Background: an optimization exercise with open tools, aiming at small area. Do not read the settings as production practice.
Function was checked by simulation only, so behaviour that the tests miss may differ from the original.
No activity file was given, so power comes from the tool's default toggle rates. No driver is modelled on the clock port, so clocking that relies on it looks cheaper here than on a real chip.

// dense_1_feeder
module dense_1_feeder #(
  parameter int IN_W            = 32,
  parameter int OUT_W           = 128,
  parameter int WORDS_PER_FRAME = 8,
  parameter int GAP             = 64,
  parameter int DEPTH           = 16
) (
  input  logic             clk,
  input  logic             rst,
  input  logic             vld_in,
  input  logic [IN_W-1:0]  data_in,
  output logic             rdy_out,
  output logic             vld_out,
  output logic [OUT_W-1:0] data_out,
  output logic             last_out,
  output logic             ovf
);
For scale: ~3700 cells after synthesis, ~170 I/O pins.
Settings: LEC_CHECK=0, ABC_AREA=1, CAP_MARGIN=0, CORE_MARGIN=2, CORE_UTILIZATION=60, SLEW_MARGIN=0; clock period 5.0 ns.
standard.sh (not shown) runs the stock make flow with config.mk's settings and CLKGATE_MAP_FILE= SYNTH_SCRIPT=/design/flow/synth_recipe.tcl, a recipe that flattens the netlist after the stock synthesis.
==> flow/flow/run.sh <==
#!/bin/bash
set -euo pipefail
here=$PWD
res=$here/orfs/results/$FLOW_PLATFORM/dense_1_feeder/base

# 1. standard synthesis, up to the Yosys netlist
bash standard.sh $res/1_2_yosys.v > synth.log 2>&1

# re-map the combinational logic
mkdir -p remap
cp $res/1_2_yosys.v remap/in.v
cp $res/1_2_yosys.v remap/standard_1_2_yosys.v
export REMAP_LIB=$FLOW_HOME/platforms/$FLOW_PLATFORM/lib/sky130_fd_sc_hd__tt_025C_1v80.lib
YOSYS=${YOSYS_EXE:-$FLOW_HOME/../tools/install/yosys/bin/yosys}
(cd remap && $YOSYS -c $here/flow/remap.tcl) > remap.log 2>&1
cp remap/out.v $res/1_2_yosys.v
touch $res/1_2_yosys.v

# 2. the rest of the standard flow, with its own clock tree settings and
#    the smallest buffer on each port
export CTS_ARGS="-sink_clustering_enable -repair_clock_nets -dont_use_dummy_load -sink_clustering_size 18 -sink_clustering_max_diameter 50 -buf_list {sky130_fd_sc_hd__clkbuf_16 sky130_fd_sc_hd__clkbuf_8} -sink_clustering_buffer sky130_fd_sc_hd__clkbuf_8"
export BUFFER_PORTS_ARGS="-buffer_cell sky130_fd_sc_hd__buf_1"
bash standard.sh > layout.log 2>&1
Other scripts of this flow, unchanged in this note and not shown: flow/flow/remap.tcl
Then changed:
--- a/flow/flow/run.sh
+++ b/flow/flow/run.sh
@@ -21 +21 @@
-export CTS_ARGS="-sink_clustering_enable -repair_clock_nets -dont_use_dummy_load -sink_clustering_size 18 -sink_clustering_max_diameter 50 -buf_list {sky130_fd_sc_hd__clkbuf_16 sky130_fd_sc_hd__clkbuf_8} -sink_clustering_buffer sky130_fd_sc_hd__clkbuf_8"
+export CTS_ARGS="-sink_clustering_enable -repair_clock_nets -dont_use_dummy_load -sink_clustering_size 30 -sink_clustering_max_diameter 90"
--- a/flow/config.mk
+++ b/flow/config.mk
@@ -11 +11 @@
-export CORE_UTILIZATION = 60
+export CORE_UTILIZATION = 70
Sequential power stays flat.
Register-to-register slack improves by 0.11 ns.
First-iteration DRC count shrinks by 4.0%.
Then changed:
--- a/flow/config.mk
+++ b/flow/config.mk
@@ -11 +11 @@
-export CORE_UTILIZATION = 70
+export CORE_UTILIZATION = 80
Effect: The new run produced a clean layout. Flip-flop and latch count does not change. Via count came out higher by 11%. Non-clock buffer count came out higher by 12. Clock power came out higher by 4.5%.

---

dense_1_feeder again, from the RTL that the note above started with.
// dense_1_feeder
module dense_1_feeder #(
  parameter int IN_W            = 32,
  parameter int OUT_W           = 128,
  parameter int WORDS_PER_FRAME = 8,
  parameter int GAP             = 64,
  parameter int DEPTH           = 16
) (
  input  logic             clk,
  input  logic             rst,
  input  logic             vld_in,
  input  logic [IN_W-1:0]  data_in,
  output logic             rdy_out,
  output logic             vld_out,
  output logic [OUT_W-1:0] data_out,
  output logic             last_out,
  output logic             ovf
);
clock: 5.0 ns
lec_check: 0
abc_area: 1
cap_margin: 0
core_margin: 2
core_utilization: 60
slew_margin: 0
==> flow/flow/run.sh <==
#!/bin/bash
set -euo pipefail
here=$PWD
res=$here/orfs/results/$FLOW_PLATFORM/dense_1_feeder/base

# 1. standard synthesis, up to the Yosys netlist
bash standard.sh $res/1_2_yosys.v > synth.log 2>&1

# re-map the combinational logic
mkdir -p remap
cp $res/1_2_yosys.v remap/in.v
cp $res/1_2_yosys.v remap/standard_1_2_yosys.v
export REMAP_LIB=$FLOW_HOME/platforms/$FLOW_PLATFORM/lib/sky130_fd_sc_hd__tt_025C_1v80.lib
YOSYS=${YOSYS_EXE:-$FLOW_HOME/../tools/install/yosys/bin/yosys}
(cd remap && $YOSYS -c $here/flow/remap.tcl) > remap.log 2>&1
cp remap/out.v $res/1_2_yosys.v
touch $res/1_2_yosys.v

# 2. the rest of the standard flow, with its own clock tree settings and
#    the smallest buffer on each port
export CTS_ARGS="-sink_clustering_enable -repair_clock_nets -dont_use_dummy_load -sink_clustering_size 34 -sink_clustering_max_diameter 70"
export BUFFER_PORTS_ARGS="-buffer_cell sky130_fd_sc_hd__buf_1"
bash standard.sh > layout.log 2>&1
Other scripts of this flow, unchanged in this note and not shown: flow/flow/remap.tcl
The first run finished clean.
Rerun with:
--- a/flow/flow/run.sh
+++ b/flow/flow/run.sh
@@ -20,3 +20,3 @@
 #    the smallest buffer on each port
-export CTS_ARGS="-sink_clustering_enable -repair_clock_nets -dont_use_dummy_load -sink_clustering_size 34 -sink_clustering_max_diameter 70"
+export CTS_ARGS="-sink_clustering_enable -repair_clock_nets -dont_use_dummy_load -sink_clustering_size 30 -sink_clustering_max_diameter 90"
 export BUFFER_PORTS_ARGS="-buffer_cell sky130_fd_sc_hd__buf_1"
--- a/flow/config.mk
+++ b/flow/config.mk
@@ -10,3 +10,4 @@
 export CORE_MARGIN = 2
-export CORE_UTILIZATION = 60
+export CORE_UTILIZATION = 70
+export PLACE_DENSITY = 0.8
 export SLEW_MARGIN = 0
After rerunning: The new run completed without violations. Setup slack gets worse by 0.049 ns. Via count came out higher slightly. Cell area came out lower slightly. Synthesized area stays the same.
Rerun with:
--- a/flow/flow/run.sh
+++ b/flow/flow/run.sh
@@ -20,3 +20,3 @@
 #    the smallest buffer on each port
-export CTS_ARGS="-sink_clustering_enable -repair_clock_nets -dont_use_dummy_load -sink_clustering_size 30 -sink_clustering_max_diameter 90"
+export CTS_ARGS="-sink_clustering_enable -repair_clock_nets -dont_use_dummy_load -sink_clustering_size 32 -sink_clustering_max_diameter 70"
 export BUFFER_PORTS_ARGS="-buffer_cell sky130_fd_sc_hd__buf_1"
--- a/flow/config.mk
+++ b/flow/config.mk
@@ -10,4 +10,3 @@
 export CORE_MARGIN = 2
-export CORE_UTILIZATION = 70
-export PLACE_DENSITY = 0.8
+export CORE_UTILIZATION = 60
 export SLEW_MARGIN = 0
Result:
- The new run completed without violations
- clock power shrinks slightly
- sequential cell count is unchanged
- fmax came out higher slightly
- area after synthesis is unchanged
- wire length grows by a few percent
Rerun with:
--- a/flow/flow/run.sh
+++ b/flow/flow/run.sh
@@ -20,3 +20,3 @@
 #    the smallest buffer on each port
-export CTS_ARGS="-sink_clustering_enable -repair_clock_nets -dont_use_dummy_load -sink_clustering_size 32 -sink_clustering_max_diameter 70"
+export CTS_ARGS="-sink_clustering_enable -repair_clock_nets -dont_use_dummy_load -sink_clustering_size 30 -sink_clustering_max_diameter 90"
 export BUFFER_PORTS_ARGS="-buffer_cell sky130_fd_sc_hd__buf_1"
--- a/flow/config.mk
+++ b/flow/config.mk
@@ -11,2 +11,3 @@
 export CORE_UTILIZATION = 60
+export PLACE_DENSITY = 0.75
 export SLEW_MARGIN = 0
Result: Worst setup slack loses 0.11 ns. Hold slack degrades by 0.031 ns. Critical path depth rose by 7.
Rerun with:
--- a/flow/config.mk
+++ b/flow/config.mk
@@ -11,3 +11,3 @@
 export CORE_UTILIZATION = 60
-export PLACE_DENSITY = 0.75
+export GPL_TIMING_DRIVEN = 0
 export SLEW_MARGIN = 0
Power is higher slightly.
Setup slack is worse by 0.064 ns.
Sequential power hardly moves.
Rerun with:
--- a/flow/flow/run.sh
+++ b/flow/flow/run.sh
@@ -20,3 +20,3 @@
 #    the smallest buffer on each port
-export CTS_ARGS="-sink_clustering_enable -repair_clock_nets -dont_use_dummy_load -sink_clustering_size 30 -sink_clustering_max_diameter 90"
+export CTS_ARGS="-sink_clustering_enable -repair_clock_nets -dont_use_dummy_load -sink_clustering_size 40 -sink_clustering_max_diameter 50"
 export BUFFER_PORTS_ARGS="-buffer_cell sky130_fd_sc_hd__buf_1"
--- a/flow/config.mk
+++ b/flow/config.mk
@@ -11,3 +11,2 @@
 export CORE_UTILIZATION = 60
-export GPL_TIMING_DRIVEN = 0
 export SLEW_MARGIN = 0
Result: Worst setup slack gets better by 0.18 ns; routed wire length drops by a few percent; maximum frequency climbs by a few percent; power climbs by a few percent; die area stays the same; register-to-register slack gets better by 0.18 ns; design area rises slightly; area after synthesis is unchanged; worst hold slack is better by 0.0045 ns; combinational power falls by a little under a tenth.

---

The RTL this note starts from:
==> flow/design.v <==
module dense_1_feeder #(
  parameter int IN_W            = 32,
  parameter int OUT_W           = 128,
  parameter int WORDS_PER_FRAME = 8,
  parameter int GAP             = 64,
  parameter int DEPTH           = 16
) (
  input  logic             clk,
  input  logic             rst,
  input  logic             vld_in,
  input  logic [IN_W-1:0]  data_in,
  output logic             rdy_out,
  output logic             vld_out,
  output logic [OUT_W-1:0] data_out,
  output logic             last_out,
  output logic             ovf
);
  localparam int PACK    = OUT_W / IN_W;
  localparam int PACK_W  = (PACK > 1) ? $clog2(PACK) : 1;
  localparam int FRAME_W = (WORDS_PER_FRAME > 1) ? $clog2(WORDS_PER_FRAME) : 1;
  localparam int GAP_W   = $clog2(GAP);
  localparam int CNT_W   = $clog2(DEPTH) + 1;
  localparam int RING_N  = DEPTH - 1;
  localparam int POS_W   = $clog2(RING_N);
  localparam int TAP     = 4;
  localparam logic [POS_W:0] RING_NV = RING_N;
  logic [PACK_W-1:0]        pack_cnt;
  logic [GAP_W-1:0]         gap_cnt;
  logic [FRAME_W-1:0]       rd_idx;
  logic [CNT_W-1:0]         fifo_count;
  logic [RING_N-1:0][PACK-1:0][IN_W-1:0] ring_q;
  logic [RING_N-1:0][PACK-1:0][IN_W-1:0] ring;
  logic [POS_W-1:0]             r_pos;      
  logic [CNT_W-1:0]             n_slot;     
  logic [PACK-1:0][IN_W-1:0]    lb;
  logic [PACK-1:0]              lb_vld;
  logic [PACK-1:0][POS_W-1:0]   w_pos;      
  logic [PACK-1:0][CNT_W-1:0]   occ;        
  logic [PACK-1:0]              missing;    
  logic                         packing;
  logic [PACK-1:0][IN_W-1:0]    hd;
  logic [PACK-1:0]              hd_fill;
  logic                         hd_vld;
  logic               accept;
  logic               push;
  logic               pop;
  logic               bypass;
  logic               at_tap;
  logic [PACK-1:0]    tap_fill;
  logic [PACK-1:0]    fill_now;
  logic               release_hd;
  logic [PACK-1:0]    drop;
  logic [PACK-1:0]    beat_here;
  logic [RING_N-1:0][PACK-1:0] wr_here;
  logic [PACK-1:0]    wr_lane;
  logic [POS_W-1:0]   last_dist;
  logic               keep_last;
  assign rdy_out = !rst && (fifo_count < CNT_W'(DEPTH));
  assign accept  = vld_in && rdy_out;
  assign push    = accept && (pack_cnt == PACK_W'(PACK - 1));
  assign pop     = (fifo_count != '0) && (gap_cnt == '0);
  assign hd_vld  = &hd_fill;
  assign packing = (pack_cnt != '0);
  assign n_slot  = fifo_count - CNT_W'(hd_vld) + CNT_W'(packing);
  always_comb begin
    for (int j = 0; j < PACK; j++) begin
      logic [POS_W:0] back;
      missing[j] = packing && (pack_cnt <= PACK_W'(PACK - 1 - j));
      occ[j]     = n_slot - CNT_W'(lb_vld[j]) - CNT_W'(missing[j]);
      back       = {1'b0, r_pos} + RING_NV - occ[j][POS_W:0];
      w_pos[j]   = (back >= RING_NV) ? POS_W'(back - RING_NV) : back[POS_W-1:0];
    end
  end
  always_comb begin
    for (int j = 0; j < PACK; j++) begin
      beat_here[j] = accept && (pack_cnt == PACK_W'(PACK - 1 - j));
    end
  end
  assign bypass = (fifo_count == '0);
  assign at_tap = !hd_vld && (r_pos == POS_W'(RING_N - 1));
  always_comb begin
    for (int j = 0; j < PACK; j++) begin
      tap_fill[j] = at_tap && (occ[j] != '0);
      fill_now[j] = tap_fill[j] || (bypass && beat_here[j]);
    end
  end
  assign release_hd = !rst && !hd_vld && (&(hd_fill | fill_now));
  always_comb begin
    for (int j = 0; j < PACK; j++) begin
      drop[j] = release_hd && (occ[j] == '0);
    end
  end
  always_comb begin
    for (int j = 0; j < PACK; j++) begin
      wr_lane[j] = 1'b0;
      for (int p = 0; p < RING_N; p++) begin
        wr_here[p][j] = (p % TAP == 0) && !rst && lb_vld[j] && !drop[j] &&
                        (occ[j] != CNT_W'(RING_N)) &&
                        (w_pos[j] == POS_W'((p + RING_N - 1) % RING_N));
        wr_lane[j] = wr_lane[j] | wr_here[p][j];
      end
    end
  end
  assign last_dist = (r_pos == POS_W'(RING_N - 1)) ? '0 : r_pos + 1'b1;
  assign keep_last = !rst && !(release_hd && r_pos == POS_W'(RING_N - 1)) &&
                     ({1'b0, last_dist} < n_slot);
  always_comb begin
    for (int p = 0; p < RING_N; p++) begin
      ring[p] = ((p / TAP) % 2 == 1) ? ~ring_q[p] : ring_q[p];
    end
  end
  always_ff @(posedge clk) begin
    for (int j = 0; j < PACK; j++) begin
      for (int p = 0; p < RING_N; p++) begin
        if (p == 0) begin
          ring_q[p][j] <= (ring[RING_N-1][j] & {IN_W{keep_last}}) | (lb[j] & {IN_W{wr_here[p][j]}});
        end else if (p % TAP == 0) begin
          ring_q[p][j] <= (((p / TAP) % 2 == 1) ? ~(ring[p-1][j] | (lb[j] & {IN_W{wr_here[p][j]}}))
                                                :  (ring[p-1][j] | (lb[j] & {IN_W{wr_here[p][j]}})));
        end else begin
          ring_q[p][j] <= ring_q[p-1][j];
        end
      end
    end
  end
  always_ff @(posedge clk) begin
    for (int j = 0; j < PACK; j++) begin
      if (beat_here[j]) lb[j] <= data_in;
      if (bypass && beat_here[j]) begin
        hd[j] <= data_in;
      end else if (tap_fill[j]) begin
        hd[j] <= ring[RING_N-1][j];
      end
    end
  end
  always_ff @(posedge clk) begin
    if (rst) begin
      pack_cnt   <= '0;
      gap_cnt    <= '0;
      rd_idx     <= '0;
      fifo_count <= '0;
      r_pos      <= '0;
      lb_vld     <= '0;
      hd_fill    <= '0;
      vld_out    <= 1'b0;
      data_out   <= '0;
      last_out   <= 1'b0;
      ovf        <= 1'b0;
    end else begin
      if (vld_in && !rdy_out) begin
        ovf <= 1'b1;
      end
      if (accept) begin
        pack_cnt <= pack_cnt + 1'b1;
      end
      if (push && !pop) begin
        fifo_count <= fifo_count + 1'b1;
      end else if (pop && !push) begin
        fifo_count <= fifo_count - 1'b1;
      end
      if (pop) begin
        gap_cnt <= GAP_W'(GAP - 1);
      end else if (gap_cnt != '0) begin
        gap_cnt <= gap_cnt - 1'b1;
      end
      if (!release_hd) r_pos <= (r_pos == POS_W'(RING_N - 1)) ? '0 : r_pos + 1'b1;
      for (int j = 0; j < PACK; j++) begin
        if (beat_here[j] && !drop[j]) begin
          lb_vld[j] <= 1'b1;
        end else if (wr_lane[j] || drop[j]) begin
          lb_vld[j] <= 1'b0;
        end
      end
      if (pop) begin
        hd_fill <= '0;
      end else begin
        hd_fill <= hd_fill | fill_now;
      end
      vld_out <= pop;
      if (pop) begin
        rd_idx   <= rd_idx + 1'b1;
        data_out <= hd;
        last_out <= (rd_idx == FRAME_W'(WORDS_PER_FRAME - 1));
      end else begin
        last_out <= 1'b0;
      end
    end
  end
endmodule
==> flow/config.mk <==
export PLATFORM = sky130hd
export DESIGN_NAME = dense_1_feeder
export DESIGN_NICKNAME = dense_1_feeder
export VERILOG_FILES = /design/flow/design.v
export SDC_FILE = /design/flow/constraint.sdc
export NUM_CORES = 4
export LEC_CHECK = 0
export ABC_AREA = 1
export CAP_MARGIN = 0
export CORE_MARGIN = 2
export CORE_UTILIZATION = 75
export SLEW_MARGIN = 0
==> flow/constraint.sdc <==
create_clock -name core_clock -period 5.0 [get_ports {clk}]
set_input_delay 1.0000 -clock core_clock [delete_from_list [all_inputs] [get_ports {clk}]]
set_output_delay 1.0000 -clock core_clock [all_outputs]
set_load 0.01 [all_outputs]
==> flow/flow/run.sh <==
#!/bin/bash
set -euo pipefail
here=$PWD
res=$here/orfs/results/$FLOW_PLATFORM/dense_1_feeder/base

# 1. standard synthesis, up to the Yosys netlist
bash standard.sh $res/1_2_yosys.v > synth.log 2>&1

# re-map the combinational logic
mkdir -p remap
cp $res/1_2_yosys.v remap/in.v
cp $res/1_2_yosys.v remap/standard_1_2_yosys.v
export REMAP_LIB=$FLOW_HOME/platforms/$FLOW_PLATFORM/lib/sky130_fd_sc_hd__tt_025C_1v80.lib
YOSYS=${YOSYS_EXE:-$FLOW_HOME/../tools/install/yosys/bin/yosys}
(cd remap && $YOSYS -c $here/flow/remap.tcl) > remap.log 2>&1
cp remap/out.v $res/1_2_yosys.v
touch $res/1_2_yosys.v

# 2. the rest of the standard flow, with its own clock tree settings and
#    the smallest buffer on each port
export CTS_ARGS="-sink_clustering_enable -repair_clock_nets -dont_use_dummy_load -sink_clustering_size 36 -sink_clustering_max_diameter 60"
export BUFFER_PORTS_ARGS="-buffer_cell sky130_fd_sc_hd__buf_1"
bash standard.sh > layout.log 2>&1
Other scripts of this flow, unchanged in this note and not shown: flow/flow/remap.tcl
The starting point completed with no timing, DRC or antenna violations.
Change:
--- a/flow/flow/run.sh
+++ b/flow/flow/run.sh
@@ -20,3 +20,3 @@
 #    the smallest buffer on each port
-export CTS_ARGS="-sink_clustering_enable -repair_clock_nets -dont_use_dummy_load -sink_clustering_size 36 -sink_clustering_max_diameter 60"
+export CTS_ARGS="-sink_clustering_enable -repair_clock_nets -dont_use_dummy_load -sink_clustering_size 32 -sink_clustering_max_diameter 70"
 export BUFFER_PORTS_ARGS="-buffer_cell sky130_fd_sc_hd__buf_1"
--- a/flow/config.mk
+++ b/flow/config.mk
@@ -10,3 +10,3 @@
 export CORE_MARGIN = 2
-export CORE_UTILIZATION = 75
+export CORE_UTILIZATION = 60
 export SLEW_MARGIN = 0
The changed run ran to the end with no violations.
Final cell count goes up by 5.5%.
Synthesized area stays the same.
Setup slack is better by 0.035 ns.
Fmax rises by 0.74%.
Cell area hardly moves.
Routed wire length fell by 3.9%.
Power decreases by 1.5%.
Sequential power is about the same.
Change:
--- a/flow/flow/run.sh
+++ b/flow/flow/run.sh
@@ -18,6 +18,4 @@
 
-# 2. the rest of the standard flow, with its own clock tree settings and
-#    the smallest buffer on each port
+# 2. the rest of the standard flow, with its own clock tree settings
 export CTS_ARGS="-sink_clustering_enable -repair_clock_nets -dont_use_dummy_load -sink_clustering_size 32 -sink_clustering_max_diameter 70"
-export BUFFER_PORTS_ARGS="-buffer_cell sky130_fd_sc_hd__buf_1"
 bash standard.sh > layout.log 2>&1
--- a/flow/config.mk
+++ b/flow/config.mk
@@ -8,5 +8,5 @@
 export ABC_AREA = 1
-export CAP_MARGIN = 0
+export CAP_MARGIN = 20
 export CORE_MARGIN = 2
 export CORE_UTILIZATION = 60
-export SLEW_MARGIN = 0
+export SLEW_MARGIN = 20
After rerunning: The new run ran to the end with no violations; clock-buffer cell count rises by 1; flip-flop and latch count stays the same; fmax goes up by 1.2%; wire length went down by 0.48%; clock power rises by about 0.5%; global-route usage is lower by 0.22 points; hold slack degrades by 0.025 ns; sequential share of layout area goes down by 1.3 points.

[separate check: timing with driven ports]
The flow's constraints put no driver on any port. The routed layouts listed below were extracted and timed again, unchanged, in two steps.
Step 1 sets driving cells, clkbuf_16 on the clock port and buf_2 on the other inputs (assumed; they add their load-dependent delay and slew).
Step 2 moves the port delays by t, midway between the first and last clock arrival at a register: inputs arrive t later, outputs are due t later. That takes back most of the time a late clock gives input paths.
Slacks: ideal ports / drivers / drivers and shift; pairs: ideal ports / drivers.
| run | shift t [ns] | setup WS [ns] | worst setup path after step 2 | latest minus earliest clock arrival (ns) | slew at the worst register clock pin (ns) |
|---|---|---|---|---|---|
| the first run of note 1 | 0.776 | 0.345 / 0.345 / 0.345 | register to register | 0.106 / 0.106 | 0.11 / 0.11 |
| the second run of note 1 | 0.724 | 0.455 / 0.455 / 0.455 | register to register | 0.083 / 0.084 | 0.11 / 0.11 |
| the third run of note 1 | 0.742 | 0.075 / 0.075 / 0.075 | register to register | 0.065 / 0.065 | 0.12 / 0.12 |
| the first run of note 2 | 0.728 | 0.413 / 0.413 / 0.413 | register to register | 0.099 / 0.099 | 0.12 / 0.12 |
| the second run of note 2 | 0.717 | 0.364 / 0.364 / 0.364 | register to register | 0.072 / 0.071 | 0.11 / 0.11 |
| the third run of note 2 | 0.724 | 0.396 / 0.396 / 0.396 | register to register | 0.085 / 0.085 | 0.11 / 0.11 |
| the fourth run of note 2 | 0.726 | 0.290 / 0.290 / 0.290 | register to register | 0.109 / 0.110 | 0.11 / 0.11 |
| the fifth run of note 2 | 0.742 | 0.226 / 0.226 / -0.413 | input to register | 0.080 / 0.079 | 0.11 / 0.11 |
| the sixth run of note 2 | 0.796 | 0.411 / 0.411 / 0.411 | register to register | 0.099 / 0.100 | 0.12 / 0.12 |
| the first run of note 3 | 0.740 | 0.237 / 0.237 / 0.237 | register to register | 0.119 / 0.119 | 0.12 / 0.12 |
| the second run of note 3 | 0.725 | 0.272 / 0.272 / 0.272 | register to register | 0.072 / 0.072 | 0.11 / 0.11 |
| the third run of note 3 | 0.723 | 0.328 / 0.328 / 0.328 | register to register | 0.088 / 0.088 | 0.11 / 0.11 |
Met with ideal ports but missed after step 2: setup timing in the fifth run of note 2. For the fifth run of note 2, which loses most, drivers alone change the setup slack by 0.000 ns; drivers and shift together by -0.639 ns.
